Source: an optimization exercise on an open RTL-to-GDS flow (aim: small area). Production flows keep margins and buffers that such runs may drop. The RTL was checked by simulation tests, not by an equivalence proof against the original design. Power figures rest on the tool's default switching activity, not on a simulated workload.

== try-fjord ==
Design branch_predictor_top, start of the top module:
module branch_predictor_top (
    input  logic        CPU_CLK,
    input  logic        CPU_RST,
    input  logic [31:0] fetch_pc,
    output logic [31:0] predict_pc,
    input  logic        resolve_valid,
    input  logic [31:0] resolve_pc,
    input  logic        resolve_taken,
    input  logic [31:0] resolve_target,
    input  logic [31:0] resolve_predicted,
    output logic        redirect_valid,
    output logic [31:0] redirect_pc,
    output logic [31:0] branch_count,
    output logic [31:0] mispredict_count
);
    localparam int B       = 5;
    localparam int ENTRIES = 1 << B;
    localparam int TAG_LSB = B + 2;
    localparam int TAGW    = 32 - TAG_LSB;
    logic [ENTRIES-1:0] btb_valid;
    logic [TAGW-1:0]    btb_tag    [ENTRIES];
    logic [31:0]        btb_target [ENTRIES];
    logic [ENTRIES-1:0] bht_hi   [4];
    logic [ENTRIES-1:0] bht_lo_n [4];
    logic [TAGW-1:0]    f_tag, r_tag;
    logic [ENTRIES-1:0] f_dec, r_dec;
    assign f_tag = fetch_pc[31:TAG_LSB];
    assign r_tag = resolve_pc[31:TAG_LSB];
    always_comb begin
        for (int i = 0; i < ENTRIES; i++) begin
            f_dec[i] = (fetch_pc[TAG_LSB-1:2]   == i[B-1:0]);
            r_dec[i] = (resolve_pc[TAG_LSB-1:2] == i[B-1:0]);
        end
    end
    logic            f_valid, r_valid;
    logic [TAGW-1:0] f_rtag, r_rtag;
    logic [31:0]     f_target;
    logic [3:0]      f_bht4, r_bht4, r_lo_n4;
    logic            f_bht, r_bht, r_lo_n;
  ...
Size: ~4900 cells after synthesis, ~2200 flip-flops.
Settings: LEC_CHECK=0, CAP_MARGIN=20, CORE_MARGIN=2, CORE_UTILIZATION=35, PLACE_DENSITY=0.45, SLEW_MARGIN=20, SYNTH_HIERARCHICAL=1; clock period 11.0 ns.
standard.sh (not shown) runs the stock make flow with config.mk's settings and CLKGATE_MAP_FILE= SYNTH_SCRIPT=/design/flow/synth_recipe.tcl, a recipe that flattens the netlist after the stock synthesis.
==> flow/flow/run.sh <==
#!/bin/bash
# Layout flow: the standard flow (standard.sh) with two changes.
#  - the input and output port buffers are buf_1 cells instead of the
#    buffer that buffer_ports picks by default;
#  - the clock tree is built from clkbuf_8 cells without dummy loads.
# The make output goes to standard_flow.log; each ORFS step keeps its own
# log under orfs/logs/.
set -euo pipefail
bash standard.sh \
  "BUFFER_PORTS_ARGS=-buffer_cell sky130_fd_sc_hd__buf_1" \
  "CTS_ARGS=-sink_clustering_enable -repair_clock_nets -buf_list sky130_fd_sc_hd__clkbuf_8 -sink_clustering_size 16 -sink_clustering_max_diameter 70 -dont_use_dummy_load" \
  finish > standard_flow.log 2>&1
Edits applied to the flow inputs when going from try-fjord to try-nickel:
- changing CORE_UTILIZATION from 35 to 30
- changing PLACE_DENSITY from 0.45 to 0.4
- setting CTS_CLUSTER_SIZE to 16 for the first time
- setting CTS_CLUSTER_DIAMETER to 50 for the first time
- setting CTS_BUF_LIST to sky130_fd_sc_hd__clkbuf_8 for the first time
==> flow/run.sh (new file) <==
#!/bin/bash
# synth_recipe.tcl (not shown) runs the flow's synth.tcl, then flattens the netlist and writes it again
# the make line also repeats each setting of config.mk as NAME=value (left out here)
make -C /OpenROAD-flow-scripts/flow DESIGN_CONFIG=/design/flow/config.mk WORK_HOME=/design/flow/orfs CLKGATE_MAP_FILE= SYNTH_SCRIPT=/design/flow/synth_recipe.tcl finish
removed: flow/flow/run.sh
removed: flow/standard.sh
==> comparison <==
Taking try-fjord as the reference, in try-nickel combinational cell power increased about 10%; via count of the first global-routing pass climbed 2.6%; share of async-settable or async-resettable flops after synthesis comparable; total area of multi-input combinational cells saw little to no change; end-of-flow core utilization decreased 3.3 points.
The critical path launch point comes out resolve_pc[3] in one run and fetch_pc[2] in the other, namely in try-fjord and try-nickel respectively.
What try-zinc does differently from try-nickel at the input level:
- CTS_BUF_LIST no longer set, was sky130_fd_sc_hd__clkbuf_8
- CTS_CLUSTER_DIAMETER no longer set, was 50
- CTS_CLUSTER_SIZE no longer set, was 16
==> flow/flow/run.sh (new file) <==
#!/bin/bash
# Layout flow: the standard flow (standard.sh) with two changes.
#  - the input and output port buffers are buf_1 cells instead of the
#    buffer that buffer_ports picks by default;
#  - the clock tree is built from clkbuf_8 cells without dummy loads.
# The make output goes to standard_flow.log; each ORFS step keeps its own
# log under orfs/logs/.
set -euo pipefail
bash standard.sh \
  "BUFFER_PORTS_ARGS=-buffer_cell sky130_fd_sc_hd__buf_1" \
  "CTS_ARGS=-sink_clustering_enable -repair_clock_nets -buf_list sky130_fd_sc_hd__clkbuf_8 -sink_clustering_size 16 -sink_clustering_max_diameter 50 -dont_use_dummy_load" \
  finish > standard_flow.log 2>&1
==> flow/standard.sh (new file) <==
#!/bin/bash
# synth_recipe.tcl (not shown) runs the flow's synth.tcl, then flattens the netlist and writes it again
# the make line also repeats each setting of config.mk as NAME=value (left out here)
make -C /OpenROAD-flow-scripts/flow DESIGN_CONFIG=/design/flow/config.mk WORK_HOME=/design/flow/orfs CLKGATE_MAP_FILE= SYNTH_SCRIPT=/design/flow/synth_recipe.tcl "${@:-finish}"
removed: flow/run.sh
### Flow results
try-zinc: flow completed, timing, DRC and antenna clean. try-zinc vs. try-nickel: net switching power of the design dropped 15%; cell count dropped 281. The global-route met1 utilization number comes out lower for try-zinc vs try-nickel. Diff try-nickel -> try-zinc: cell area went down about 4.5%; met1 wire length has decreased; part of the total power dissipated in sequential elements saw an increase; count of buffers not belonging to the clock network in the layout decreased by 8.9% relative to the old numbers. Side by side, worst setup margin turned out higher in try-zinc than in try-nickel. The run showing the greater average wire length per cell after detail routing is try-zinc.
> inputs changed (try-zinc -> try-quartz)
diff --git a/flow/flow/run.sh b/flow/flow/run.sh
--- a/flow/flow/run.sh
+++ b/flow/flow/run.sh
@@ -10,3 +10,3 @@
   "BUFFER_PORTS_ARGS=-buffer_cell sky130_fd_sc_hd__buf_1" \
-  "CTS_ARGS=-sink_clustering_enable -repair_clock_nets -buf_list sky130_fd_sc_hd__clkbuf_8 -sink_clustering_size 16 -sink_clustering_max_diameter 50 -dont_use_dummy_load" \
+  "CTS_ARGS=-sink_clustering_enable -repair_clock_nets -buf_list sky130_fd_sc_hd__clkbuf_8 -sink_clustering_size 16 -sink_clustering_max_diameter 70 -dont_use_dummy_load" \
   finish > standard_flow.log 2>&1
Findings:
Wire length sits lower in try-quartz than in try-zinc. Sort try-quartz and try-zinc by worst setup slack, ascending, and try-quartz comes first. Per the comparison of try-quartz with try-zinc, number of antenna cells inserted -1, time the worst path needs with I/O delays and setup increased 0.046 ns.
The following lists how try-cedar was set up differently from try-quartz:
- a change of CORE_UTILIZATION from 30 to 38
- a change of PLACE_DENSITY from 0.4 to 0.5
- Summary of try-cedar over try-quartz: pre-CTS setup slack -0.17 ns, highest attainable clock frequency -1.8%, synthesis-to-finish area growth -1.5 points, design area -about 1.4%.
- In the reports for try-quartz and try-cedar, the smaller maximum ir drop on the vdd rail belongs to try-quartz.
- Lower sequential share of cell area was reported by try-quartz, not try-cedar.
- Summary — post-route worst hold slack, try-cedar relative to try-quartz: higher, by 0.021 ns.

[what the ideal ports hide]
In the flow no input, the clock included, has a driving cell. The finished layouts below were timed again as built, in two steps. Step 1 assumes that a clkbuf_16 drives the clock port and a buf_2 every other input. Step 2, shift: input delay + t, output delay - t, t = (earliest + latest rising clock arrival at the registers) / 2. This alone moves slack from input paths to output paths. a / b / c = ideal / step 1 / step 2; a / b = the first two.
| run | t, ns | setup WS [ns] | clock arrival spread, ns |
|---|---|---|---|
| try-fjord | 1.016 | 1.049 / 1.003 / 1.003 | 0.171 / 0.171 |
| try-nickel | 1.119 | 0.431 / 0.409 / 0.409 | 0.098 / 0.098 |
| try-zinc | 1.118 | 1.061 / 1.028 / 1.028 | 0.159 / 0.158 |
| try-quartz | 1.079 | 1.014 / 0.981 / 0.981 | 0.182 / 0.182 |
| try-cedar | 1.026 | 0.832 / 0.803 / 0.803 | 0.128 / 0.127 |
After both steps every run listed still meets setup and hold. For try-fjord, which loses most, drivers alone change the setup slack by -0.046 ns; drivers and shift together by -0.046 ns.
